This design comes from an exercise in tuning for a short achievable clock period and few clock cycles on the open sky130 flow, not from production work.
Function was not checked in any run shown here: the RTL went through the layout flow alone.
Power is estimated from default activity; no workload was simulated.

<file path="design/flow/run.sh">
#!/bin/bash
# synth_recipe.tcl (not shown) runs the flow's synth.tcl, then flattens the netlist and writes it again
# the make line also repeats each setting of config.mk as NAME=value (left out here)
make -C /OpenROAD-flow-scripts/flow DESIGN_CONFIG=/design/flow/config.mk WORK_HOME=/design/flow/orfs CLKGATE_MAP_FILE= SYNTH_SCRIPT=/design/flow/synth_recipe.tcl finish
</file>
<file path="design/flow/config.mk">
export PLATFORM = sky130hd
export DESIGN_NAME = mips_core
export DESIGN_NICKNAME = mips_core
export VERILOG_FILES = /design/flow/design.v
export SDC_FILE = /design/flow/constraint.sdc
export NUM_CORES = 4
export LEC_CHECK = 0
export ABC_CLOCK_PERIOD_IN_PS = 2500
export CAP_MARGIN = 20
export CORE_MARGIN = 2
export CORE_UTILIZATION = 40
export SETUP_SLACK_MARGIN = 3.8
export SLEW_MARGIN = 20
</file>
<file path="design/flow/design.v">
package mips_pkg;
    typedef logic [32-1:0]       word_t;
    typedef logic [5-1:0] reg_addr_t;
    typedef enum logic [5:0] {
        OP_SPECIAL = 6'h00,
        OP_BEQ     = 6'h04,
        OP_BNE     = 6'h05,
        OP_ADDIU   = 6'h09,
        OP_ORI     = 6'h0d,
        OP_LW      = 6'h23,
        OP_SW      = 6'h2b
    } opcode_e;
    typedef enum logic [5:0] {
        F_ADDU = 6'h21,
        F_SUBU = 6'h23,
        F_AND  = 6'h24,
        F_OR   = 6'h25,
        F_XOR  = 6'h26,
        F_SLT  = 6'h2a
    } funct_e;
    typedef struct packed {
        logic [5:0] opcode;
        reg_addr_t  rs;
        reg_addr_t  rt;
        reg_addr_t  rd;
        logic [4:0] shamt;
        logic [5:0] funct;
    } instr_t;
    typedef enum logic [2:0] {
        ALU_ADD,
        ALU_SUB,
        ALU_AND,
        ALU_OR,
        ALU_XOR,
        ALU_SLT
    } alu_op_e;
    typedef struct packed {
        alu_op_e alu_op;
        logic    use_imm;        
        logic    imm_zero_ext;
        logic    gpr_we;
        logic    wa_is_rd;       
        logic    mem_read;
        logic    mem_write;
        logic    branch;
        logic    branch_ne;
    } ctrl_t;
    typedef enum logic [1:0] {
        FWD_REG,
        FWD_MEM,
        FWD_WB
    } fwd_sel_e;
    function automatic word_t fwd_select(fwd_sel_e sel, word_t reg_val, word_t mem_val,
                                         word_t wb_val);
        word_t val;
        case (sel)
            mips_pkg::FWD_MEM: val = mem_val;
            mips_pkg::FWD_WB:  val = wb_val;
            default: val = reg_val;
        endcase
        fwd_select = val;
    endfunction
endpackage
`timescale 1ns/1ns
module mips_core (
    input  logic            clk,
    input  logic            rst,
    output mips_pkg::word_t iport_addr_o,
    input  mips_pkg::word_t iport_data_i,
    output mips_pkg::word_t dport_addr_o,
    output mips_pkg::word_t dport_wdata_o,
    output logic            dport_we_o,
    output logic            dport_re_o,
    input  mips_pkg::word_t dport_rdata_i
);
    typedef logic [31:0] word_t;
    typedef logic [4:0]  ra_t;
    word_t pc;
    word_t id_instr;
    word_t id_pc4;
    word_t ex_a, ex_b, ex_t;         
    logic  ex_fwd_a, ex_fwd_b, ex_fwd_t;
    logic  ex_sub, ex_add, ex_and, ex_or, ex_xor, ex_slt;
    logic  ex_br, ex_bne;
    logic  ex_ld, ex_st, ex_we;
    ra_t   ex_wa;
    word_t mem_res;
    word_t mem_wdata;
    logic  mem_ld, mem_st, mem_we;
    ra_t   mem_wa;
    word_t wb_data;
    logic  wb_we;
    ra_t   wb_wa;
    word_t regs [1:31];
    logic [5:0]  op, fn;
    ra_t         rs, rt, rd;
    logic [15:0] imm;
    logic        d_r, d_addu, d_subu, d_and, d_or, d_xor, d_slt;
    logic        d_addiu, d_ori, d_lw, d_sw, d_beq, d_bne, d_br;
    logic        d_use_rs, d_use_rt, d_we;
    ra_t         d_wa;
    assign op  = id_instr[31:26];
    assign rs  = id_instr[25:21];
    assign rt  = id_instr[20:16];
    assign rd  = id_instr[15:11];
    assign fn  = id_instr[5:0];
    assign imm = id_instr[15:0];
    assign d_addu  = op == 6'h00 && fn == 6'h21;
    assign d_subu  = op == 6'h00 && fn == 6'h23;
    assign d_and   = op == 6'h00 && fn == 6'h24;
    assign d_or    = op == 6'h00 && fn == 6'h25;
    assign d_xor   = op == 6'h00 && fn == 6'h26;
    assign d_slt   = op == 6'h00 && fn == 6'h2a;
    assign d_r     = d_addu | d_subu | d_and | d_or | d_xor | d_slt;
    assign d_addiu = op == 6'h09;
    assign d_ori   = op == 6'h0d;
    assign d_lw    = op == 6'h23;
    assign d_sw    = op == 6'h2b;
    assign d_beq   = op == 6'h04;
    assign d_bne   = op == 6'h05;
    assign d_br    = d_beq | d_bne;
    assign d_use_rs = d_r | d_addiu | d_ori | d_lw | d_sw | d_br;
    assign d_use_rt = d_r | d_sw | d_br;
    assign d_wa     = d_r ? rd : rt;
    assign d_we     = (d_r | d_addiu | d_ori | d_lw) && d_wa != 5'd0;
    word_t rf_a, rf_b;
    assign rf_a = (rs == 5'd0) ? 32'd0 : regs[rs];
    assign rf_b = (rt == 5'd0) ? 32'd0 : regs[rt];
    logic  ex_hit_a, ex_hit_b, mem_hit_a, mem_hit_b, wb_hit_a, wb_hit_b;
    word_t mem_val;
    word_t val_a, val_b;
    assign ex_hit_a  = ex_we  && ex_wa  == rs;
    assign ex_hit_b  = ex_we  && ex_wa  == rt;
    assign mem_hit_a = mem_we && mem_wa == rs;
    assign mem_hit_b = mem_we && mem_wa == rt;
    assign wb_hit_a  = wb_we  && wb_wa  == rs;
    assign wb_hit_b  = wb_we  && wb_wa  == rt;
    assign mem_val = mem_ld ? dport_rdata_i : mem_res;
    assign val_a = mem_hit_a ? mem_val : wb_hit_a ? wb_data : rf_a;
    assign val_b = mem_hit_b ? mem_val : wb_hit_b ? wb_data : rf_b;
    logic stall;
    assign stall = ex_ld && ((d_use_rs && ex_hit_a) || (d_use_rt && ex_hit_b));
    word_t imm_ext;
    logic  d_use_imm;
    assign imm_ext   = d_ori ? {16'h0, imm} : {{16{imm[15]}}, imm};
    assign d_use_imm = d_addiu | d_ori | d_lw | d_sw;
    word_t id_target;
    logic  id_pred;
    assign id_target = id_pc4 + {{14{imm[15]}}, imm, 2'b00};
    assign id_pred   = d_br;
    word_t a, b, t;
    word_t sum;
    word_t alu;
    logic  slt;
    logic  ex_taken, mispredict;
    assign a = ex_fwd_a ? mem_res : ex_a;
    assign b = ex_fwd_b ? (mem_res ^ {32{ex_sub}}) : ex_b;
    assign t = ex_fwd_t ? mem_res : ex_t;
    assign sum = a + b + {31'd0, ex_sub};
    assign slt = (a[31] ^ ~b[31]) ? a[31] : sum[31];
    assign alu = ({32{ex_add}} & sum)
               | ({32{ex_and}} & (a & b))
               | ({32{ex_or}}  & (a | b))
               | ({32{ex_xor}} & (a ^ b))
               | {31'd0, ex_slt & slt};
    assign ex_taken   = (a == t) ^ ex_bne;
    assign mispredict = ex_br && !ex_taken;
    word_t pc4;
    assign pc4          = pc + 32'd4;
    assign iport_addr_o = pc;
    always_ff @(posedge clk) begin
        if (rst) begin
            pc <= 32'h0000_0000;
        end else if (mispredict) begin
            pc <= id_pc4;
        end else if (!stall) begin
            pc <= id_pred ? id_target : pc4;
        end
    end
    always_ff @(posedge clk) begin
        if (rst || mispredict) begin
            id_instr <= 32'd0;               
        end else if (!stall) begin
            id_instr <= iport_data_i;
        end
        if (!stall) id_pc4 <= pc4;
    end
    always_ff @(posedge clk) begin
        ex_a      <= val_a;
        ex_b      <= d_use_imm ? imm_ext : ((d_subu | d_slt) ? ~val_b : val_b);
        ex_t      <= val_b;
        ex_fwd_a  <= ex_hit_a;
        ex_fwd_b  <= ex_hit_b && !d_use_imm;
        ex_fwd_t  <= ex_hit_b;
        ex_wa     <= d_wa;
        ex_bne    <= d_bne;
        ex_sub    <= d_subu | d_slt;
        ex_add    <= d_addu | d_subu | d_addiu | d_lw | d_sw;
        ex_and    <= d_and;
        ex_or     <= d_or | d_ori;
        ex_xor    <= d_xor;
        ex_slt    <= d_slt;
        if (rst || stall) begin
            ex_br <= 1'b0;
            ex_ld <= 1'b0;
            ex_st <= 1'b0;
            ex_we <= 1'b0;
        end else begin
            ex_br <= d_br;
            ex_ld <= d_lw;
            ex_st <= d_sw;
            ex_we <= d_we;
        end
    end
    always_ff @(posedge clk) begin
        mem_res   <= alu;
        mem_wdata <= t;
        mem_wa    <= ex_wa;
        if (rst) begin
            mem_ld <= 1'b0;
            mem_st <= 1'b0;
            mem_we <= 1'b0;
        end else begin
            mem_ld <= ex_ld;
            mem_st <= ex_st;
            mem_we <= ex_we;
        end
    end
    assign dport_addr_o  = mem_res;
    assign dport_wdata_o = mem_wdata;
    assign dport_we_o    = mem_st;
    assign dport_re_o    = mem_ld;
    always_ff @(posedge clk) begin
        wb_data <= mem_val;
        wb_wa   <= mem_wa;
        wb_we   <= rst ? 1'b0 : mem_we;
    end
    always_ff @(posedge clk) begin
        if (wb_we) regs[wb_wa] <= wb_data;
    end
endmodule
</file>
<file path="design/flow/constraint.sdc">
create_clock -name core_clock -period 6.5 [get_ports {clk}]
set_input_delay 1.3000 -clock core_clock [delete_from_list [all_inputs] [get_ports {clk}]]
set_output_delay 1.3000 -clock core_clock [all_outputs]
set_load 0.01 [all_outputs]
</file>
==> results.cfg, run 1 <==
[cells_and_area]
final_net_count = 4893
diodes = 0
drive_gt1_frac = 0.388
area_growth_pct = 26.5

[routing]
wl_per_cell_um = 31.9
drc = 0
drt_iter0_drc = 5708
via_per_inst = 6.20
wirelength_um = 220000
ant_nets = 0
vias = 42900
drt_first_pass_iters = 8

[logic_synthesis]
synth_top_cell_by_area = edfxtp_1
synth_compound_area_frac = 0.0703
synth_seq_area_share = 0.574
synthCells = 4198
avgSynthCellArea_um2 = 15.3
synth_top_family_by_area = multiplexers
synthAdderAreaFrac = 0.0196
synth.area.top_cells = edfxtp_1, mux4_2, dfxtp_1, mux2i_1, a21oi_1
syn_nets = 4362
ys.warnings.count = 1
synth_mux_area_frac = 0.235
synth.most_common_cell = edfxtp_1
syn_area_um2 = 64000
synthTopCellsByCount = edfxtp_1, mux4_2, dfxtp_1
ys_ff_latch = 1323
synth-xor-area-share = 0.0310
synth-async-reset-ratio = 0
synth_top_area_frac = 0.480
synthSimpleGateAreaFrac = 0.0424
synth.distinct_cells = 81
ys.flop_type = edfxtp_1
synth-edff-count = 1024

[critical_path]
rr_worst_depth = 17
cp-start-kind = flip-flop
startpoint = ex_sub
reg2reg_setup_slack_ns = 2.75
path_class = reg -> reg
worst_ep_arrival_time_ns = 4.42
crit_fanout = 4
required_ns = 7.17
crit_path_max_incr_delay_ns = 0.41
endpoint_kind = flip-flop
slowest_stage = fa_2
worstPathCellList = buf_12 -> xnor2_4 -> a21oi_4 -> inv_2 -> fa_2 -> nor2b_2 -> o31a_1 -> a2bb2oi_4 -> a21oi_2 -> or3b_4 -> nand2_4 -> a21oi_4 -> o31ai_4 -> nand3_1 -> nand2_2 -> fa_2 -> a221o_1
r2r-end = mem_res[31]
rr_startpoint = ex_sub
worstSetupEndpoint = mem_res[31]

[placed_design]
place.gp.congestion = 0.933
pre_cts_slack_ns = 2.03
numPortBuffers = 163
place_hpwl_um = 121000

[die]
die_y_um = 404
core-area_um2 = 159000
die_w_um = 404
initial_core_util = 0.403
rows = 146
ios = 164
dieArea_um2 = 163000

[timing]
finalCriticalPeriod_ns = 3.75
max_freq_mhz = 267
finalSetupViolations = 0
tightest_slew_ns = 1.19
maxSlewViolCount = 0
maxSlewHeadroom = 0.206
tns_ns = 0
final_hold_viol_count = 0
worst_slack_ns = 2.75
rsz0062_at_grt = yes
fin_skew_ns = 0.0290
finalCritPeriodShare = 0.577

[power_and_ir_drop]
leakage_nw = 28.1
p_comb_frac = 0.151
ir_drop_v = 0.000298
clockPowerShare = 0.389
switching_power_mw = 5.39
internal_power_mw = 15.6
p_per_area_nw_per_um2 = 259
p_seq_frac = 0.461
sw_frac_of_total = 0.257

[clock_tree]
clock_latency_ns = 0.80
cts_root_buffer = clkbuf_16
htreeDepth = 4
cts_tree = yes
cts_buffers = 141
clk_pin_slew_ns = 0.07
clockBufferDepth = 3
cts.sinks = 1323

[grt]
grt_pass1_vias = 41800
track_usage = 0.264
antenna_found_initial = 3
grt_pass1_wl_um = 307000
grt_max_degree = 74
overflow = 0

[status]
status = no timing/DRC/antenna violations

[flow_run]
cap_violations = 0

[hold_path]
hold_path.class = reg -> reg
## critical path: cells and delay by family (launching register included)
| family | cells | cell delay (ns) |
|---|---|---|
| compound gates | 7 | 1.26 |
| buf+inv | 2 | 0.20 |
| flops | 1 | 0.35 |
| simple gates | 5 | 0.88 |
| xor+xnor | 1 | 0.14 |
| fa+ha+maj | 2 | 0.79 |
## registers in the layout (all words and copies together), names as in the netlist, 5 cells and up, named ones only
| register | cells |
|---|---|
| ex_wa | 5 |
| id_instr | 32 |
| ex_t | 32 |
| pc | 32 |
| wb_wa | 5 |
| id_pc4 | 32 |
| regs | 992 |
| ex_b | 32 |
| wb_data | 32 |
| mem_res | 32 |
| mem_wa | 5 |
| ex_a | 32 |
| mem_wdata | 32 |
## placed cells by master, fill, tap and decap left out, types with 19 or more instances in the layout
cell type | Yosys | final
a211oi_1 | 76 | 57
a211oi_2 | 0 | 19
a21o_1 | 42 | 34
a21oi_1 | 243 | 195
a21oi_2 | 0 | 40
a221oi_2 | 0 | 20
a22oi_1 | 28 | 28
buf_12 | 0 | 67
buf_16 | 0 | 74
buf_2 | 60 | 31
buf_4 | 11 | 261
buf_6 | 1 | 116
buf_8 | 0 | 29
clkbuf_16 | 0 | 153
clkdlybuf4s50_1 | 0 | 70
clkinv_1 | 0 | 33
clkinv_2 | 0 | 22
dfxtp_1 | 299 | 187
dfxtp_2 | 0 | 44
dfxtp_4 | 0 | 68
edfxtp_1 | 1024 | 1024
ha_1 | 94 | 84
inv_1 | 139 | 130
mux2_2 | 91 | 67
mux2_4 | 0 | 24
mux2i_1 | 146 | 108
mux2i_4 | 1 | 28
mux4_2 | 555 | 555
nand2_1 | 194 | 184
nand3_1 | 47 | 41
nand4_1 | 19 | 19
nor2_1 | 223 | 187
nor2_4 | 0 | 34
nor3_1 | 28 | 26
o21ai_0 | 128 | 73
o21ai_1 | 1 | 28
o21ai_2 | 0 | 27
xnor2_1 | 130 | 114
xor2_1 | 97 | 92
## metrics by stage
| stage | total power, mW | instances | util | hold WS, ns | cell area [µm²] |
|---|---|---|---|---|---|
| 6_report | 21.0 | 6914 | 0.511 | 0.393 | 81000 |
| 5_1_grt | 21.6 | 6914 | 0.511 | 0.393 | 81000 |
| 4_1_cts | 20.8 | 6821 | 0.500 | 0.393 | 79300 |
| 3_5_place_dp | 12.2 | 6219 | 0.431 | 0.381 | 68400 |
| 3_3_place_gp | 12.2 | 6217 | 0.431 | 0.379 | 68400 |
| 2_1_floorplan | 11.3 | 4198 | - | 0.373 | 64400 |
## routing by layer
| metal | global-route usage | wire, µm | vias up |
|---|---|---|---|
| met2 | 0.420 | 103000 | 2378 |
| li1 | - | - | 17800 |
| met5 | 0 | 0 | - |
| met4 | 0.0998 | 9700 | 0 |
| met3 | 0.0524 | 21900 | 451 |
| met1 | 0.359 | 85500 | 22300 |
## logic make-up (layout without fill, tap and decap cells)
family / Yosys count / after routing
flops: 1323 / 1323
compound gates: 699 / 699
simple gates: 607 / 609
xor+xnor: 227 / 227
fa+ha+maj: 98 / 98
mux: 795 / 795
buf+inv: 449 / 1091
## power groups by stage
stage | clock (mW) | combinational [mW] | sequential [mW]
2_1_floorplan | 0 | 1.62 | 9.69
3_3_place_gp | 0 | 2.27 | 9.90
3_5_place_dp | 0 | 2.28 | 9.90
4_1_cts | 8.23 | 2.92 | 9.66
5_1_grt | 8.55 | 3.33 | 9.68
6_report | 8.16 | 3.16 | 9.67
## what timing repair did
action,CTS,global route
setup buffers,285,84
cloned,61,8
gates resized for setup,903,201
pin swaps,104,120
hold buffers,0,0
endpoints found under the hold margin,0,0
setup endpoints to repair,938,217
## final cells by class
class                           count  area [µm²]
Fill cell                       12900       77700
Sequential cell                  1323       37000
Multi-Input combinational cell   2428       27500
Timing Repair Buffer              696        8740
Clock buffer                      168        3780
Tap cell                         2072        2590
Clock inverter                     88         826
Inverter                          139         522
## how the worst min path moves through the flow
stage | startpoint | endpoint | slack [ns] | cells after the start
2_1_floorplan | mem_wa[4] | wb_wa[4] | 0.37 | 0
3_3_place_gp | mem_wa[1] | wb_wa[1] | 0.38 | 0
3_5_place_dp | mem_wa[1] | wb_wa[1] | 0.38 | 0
4_1_cts | mem_wa[1] | wb_wa[1] | 0.39 | 0
5_1_grt | mem_wa[3] | wb_wa[3] | 0.39 | 0
6_report | mem_wa[2] | wb_wa[2] | 0.39 | 0
==> run 2, diff against run 1 <==
==> design/flow/config.mk (replaced) <==
export PLATFORM = sky130hd
export DESIGN_NAME = mips_core
export DESIGN_NICKNAME = mips_core
export VERILOG_FILES = /design/flow/design.v
export SDC_FILE = /design/flow/constraint.sdc
export NUM_CORES = 4
export LEC_CHECK = 0
export ABC_CLOCK_PERIOD_IN_PS = 2000
export CAP_MARGIN = 20
export CORE_MARGIN = 2
export CORE_UTILIZATION = 55
export SETUP_SLACK_MARGIN = 4.2
export SLEW_MARGIN = 20
==> results.cfg, run 2 <==
[critical_path]
worst_ep_arrival_time_ns = 4.45
cp-start-kind = flip-flop
worstSetupEndpoint = mem_res[31]
crit_fanout = 2
r2r-end = mem_res[31]
rr_worst_depth = 17
endpoint_kind = flip-flop
required_ns = 7.16
startpoint = ex_sub
worstPathCellList = buf_12 -> xnor2_2 -> a21oi_2 -> inv_2 -> fa_2 -> nor2b_2 -> o31a_1 -> a2bb2oi_4 -> a21oi_2 -> or3b_4 -> nand2_4 -> a21oi_4 -> o31ai_4 -> nand3_1 -> nand2_2 -> fa_2 -> a221o_1
slowest_stage = fa_2
crit_path_max_incr_delay_ns = 0.42
rr_startpoint = ex_sub
reg2reg_setup_slack_ns = 2.71
path_class = reg -> reg

[logic_synthesis]
synth-async-reset-ratio = 0
synth_compound_area_frac = 0.0703
avgSynthCellArea_um2 = 15.3
synth.area.top_cells = edfxtp_1, mux4_2, dfxtp_1, mux2i_1, a21oi_1
syn_nets = 4362
ys.warnings.count = 1
synth_mux_area_frac = 0.235
ys_ff_latch = 1323
synth.distinct_cells = 81
synth_top_family_by_area = multiplexers
synth_seq_area_share = 0.574
syn_area_um2 = 64000
synth.most_common_cell = edfxtp_1
synth_top_area_frac = 0.480
synthTopCellsByCount = edfxtp_1, mux4_2, dfxtp_1
synth-xor-area-share = 0.0310
synth-edff-count = 1024
synth_top_cell_by_area = edfxtp_1
synthSimpleGateAreaFrac = 0.0424
ys.flop_type = edfxtp_1
synthAdderAreaFrac = 0.0196
synthCells = 4198

[cells_and_area]
final_cell_mix = edfxtp_1, mux4_2, buf_4
largest_reg_flops = 992
multi_input_area_um2 = 27800
fillers = 7622
area_growth_pct = 26.4
stdcell_count = 6387
final_common_cell = edfxtp_1
drive_gt1_frac = 0.402
largest_register = regs
final-seq-area_um2 = 37100
final_net_count = 4910

[power_and_ir_drop]
ir_drop_v = 0.000266
leakage_nw = 28.2
p_per_area_nw_per_um2 = 261
total_power_mw = 21.2

[clock_tree]
clockBufferDepth = 3
clk_pin_slew_ns = 0.06
holdBufCountCts = 0
cts_buffers = 146
clock_latency_ns = 0.78
htreeDepth = 4
cts.sinks = 1323
cts_tree = yes
cts_root_buffer = clkbuf_16

[routing]
wl_per_cell_um = 34.9
via_per_inst = 6.82
drc = 0
drt_first_pass_iters = 7
wirelength_um = 223000
drt_iter0_drc = 5806
vias = 43600
ant_nets = 0

[timing]
worst_slack_ns = 2.71
final_hold_viol_count = 0
finalSetupViolations = 0
maxSlewViolCount = 0
maxSlewHeadroom = 0.263
rsz0062_at_grt = yes
tightest_slew_ns = 1.10
max_freq_mhz = 264
finalCritPeriodShare = 0.583
holdWs_ns = 0.392
tns_ns = 0
fin_skew_ns = 0.0249
finalCriticalPeriod_ns = 3.79

[status]
status = no timing/DRC/antenna violations

[die]
ios = 164
dieArea_um2 = 119000
initial_core_util = 0.553
core-area_um2 = 116000
die_y_um = 345
die_w_um = 345
rows = 125

[placed_design]
pre_cts_slack_ns = 1.88
place.gp.congestion = 0.920
numPortBuffers = 163
place_hpwl_um = 117000
placed_cells = 5672

[grt]
grt_max_degree = 74
antenna_found_initial = 2
overflow = 0
grt_pass1_wl_um = 312000
track_usage = 0.370
grt_pass1_vias = 42400

[hold_path]
hold_depth = 0
hold_path.class = reg -> reg

[flow_run]
cap_violations = 0
## run 2: cell counts after synthesis
No cell type changed its count.
## run 2: stage by stage
stage	cell area, µm²	util
CTS	79400	0.685
finish	81000	0.699
detailed placement	68200	0.588
global placement	68100	0.588
floorplan	65700	-
global route	81000	0.699
## run 2: cell type report
class                      instances  area share
antenna                            1   0.0000309
clock buffer                     189      0.0492
tap                             1524      0.0236
inverter                         139     0.00644
sequential                      1323       0.458
multi-input combinational       2432       0.343
clock inverter                    75     0.00944
timing repair buffer             704       0.111
## run 2: what timing repair did
item / CTS / global route
setup endpoints to repair: 1278 / 617
buffers inserted: 309 / 68
resized for setup: 1018 / 178
pin swaps: 86 / 93
cloned: 65 / 8
## run 2: how the worst min path moves through the flow
stage	start	to	slack [ns]
after global placement	ex_wa[2]	mem_wa[2]	0.39
after detailed placement	mem_wa[3]	wb_wa[3]	0.38
after floorplan	mem_wa[4]	wb_wa[4]	0.37
final	ex_wa[2]	mem_wa[2]	0.39
after global routing	mem_wa[1]	wb_wa[1]	0.41
after CTS	ex_wa[1]	mem_wa[1]	0.40
## run 2: cells by family after synthesis
logic type	after synthesis
simple gates	607
flops	1323
fa+ha+maj	98
compound gates	699
mux	795
xor+xnor	227
buf+inv	449
## run 2: where the power goes
part | leakage [nW] | switching (mW) | internal, mW | total (mW)
clock network | 2.30 | 3.55 | 4.72 | 8.27
logic | 13.7 | 1.63 | 1.60 | 3.23
registers | 12.2 | 0.344 | 9.32 | 9.67
## run 2: critical path, delay by kind of cell (launching register included)
family | cells | cell delay (ns)
DFF | 1 | 0.37
and+or+nand+nor | 5 | 0.88
adders and majority gates | 2 | 0.79
AOI/OAI and AO/OA | 7 | 1.30
xor gates and xnor gates | 1 | 0.13
buffers and inverters | 2 | 0.20
## run 2: layer usage
layer  GRT usage  part of all wire  vias up
li1            -                 -    17800
met5           0          0.000054        -
met3      0.0735              0.11      567
met2       0.584              0.47     2659
met1       0.509              0.38    22500
met4       0.151             0.047        2

[port drivers added, routing unchanged]
No port has a modelled driver above. Below, the same layouts with a new extraction and two added sets of constraints.
Step 1, drivers: a clkbuf_16 drives clk and a buf_2 each remaining input, both assumed.
Step 2, shift: input delay + t, output delay - t, t = (earliest + latest rising clock arrival at the registers) / 2. This alone moves slack from input paths to output paths.
a / b / c = ideal / step 1 / step 2; a / b = the first two.
run	shift t [ns]	setup slack, ns	clock arrival spread, ns	worst slew at a driven data input, ns	cell pins on the clock port's net
run 1	0.870	2.750 / 2.750 / 2.750	0.034 / 0.034	0.07	1
run 2	0.851	2.710 / 2.710 / 2.710	0.025 / 0.025	0.08	1
After both steps every run listed still meets setup and hold.
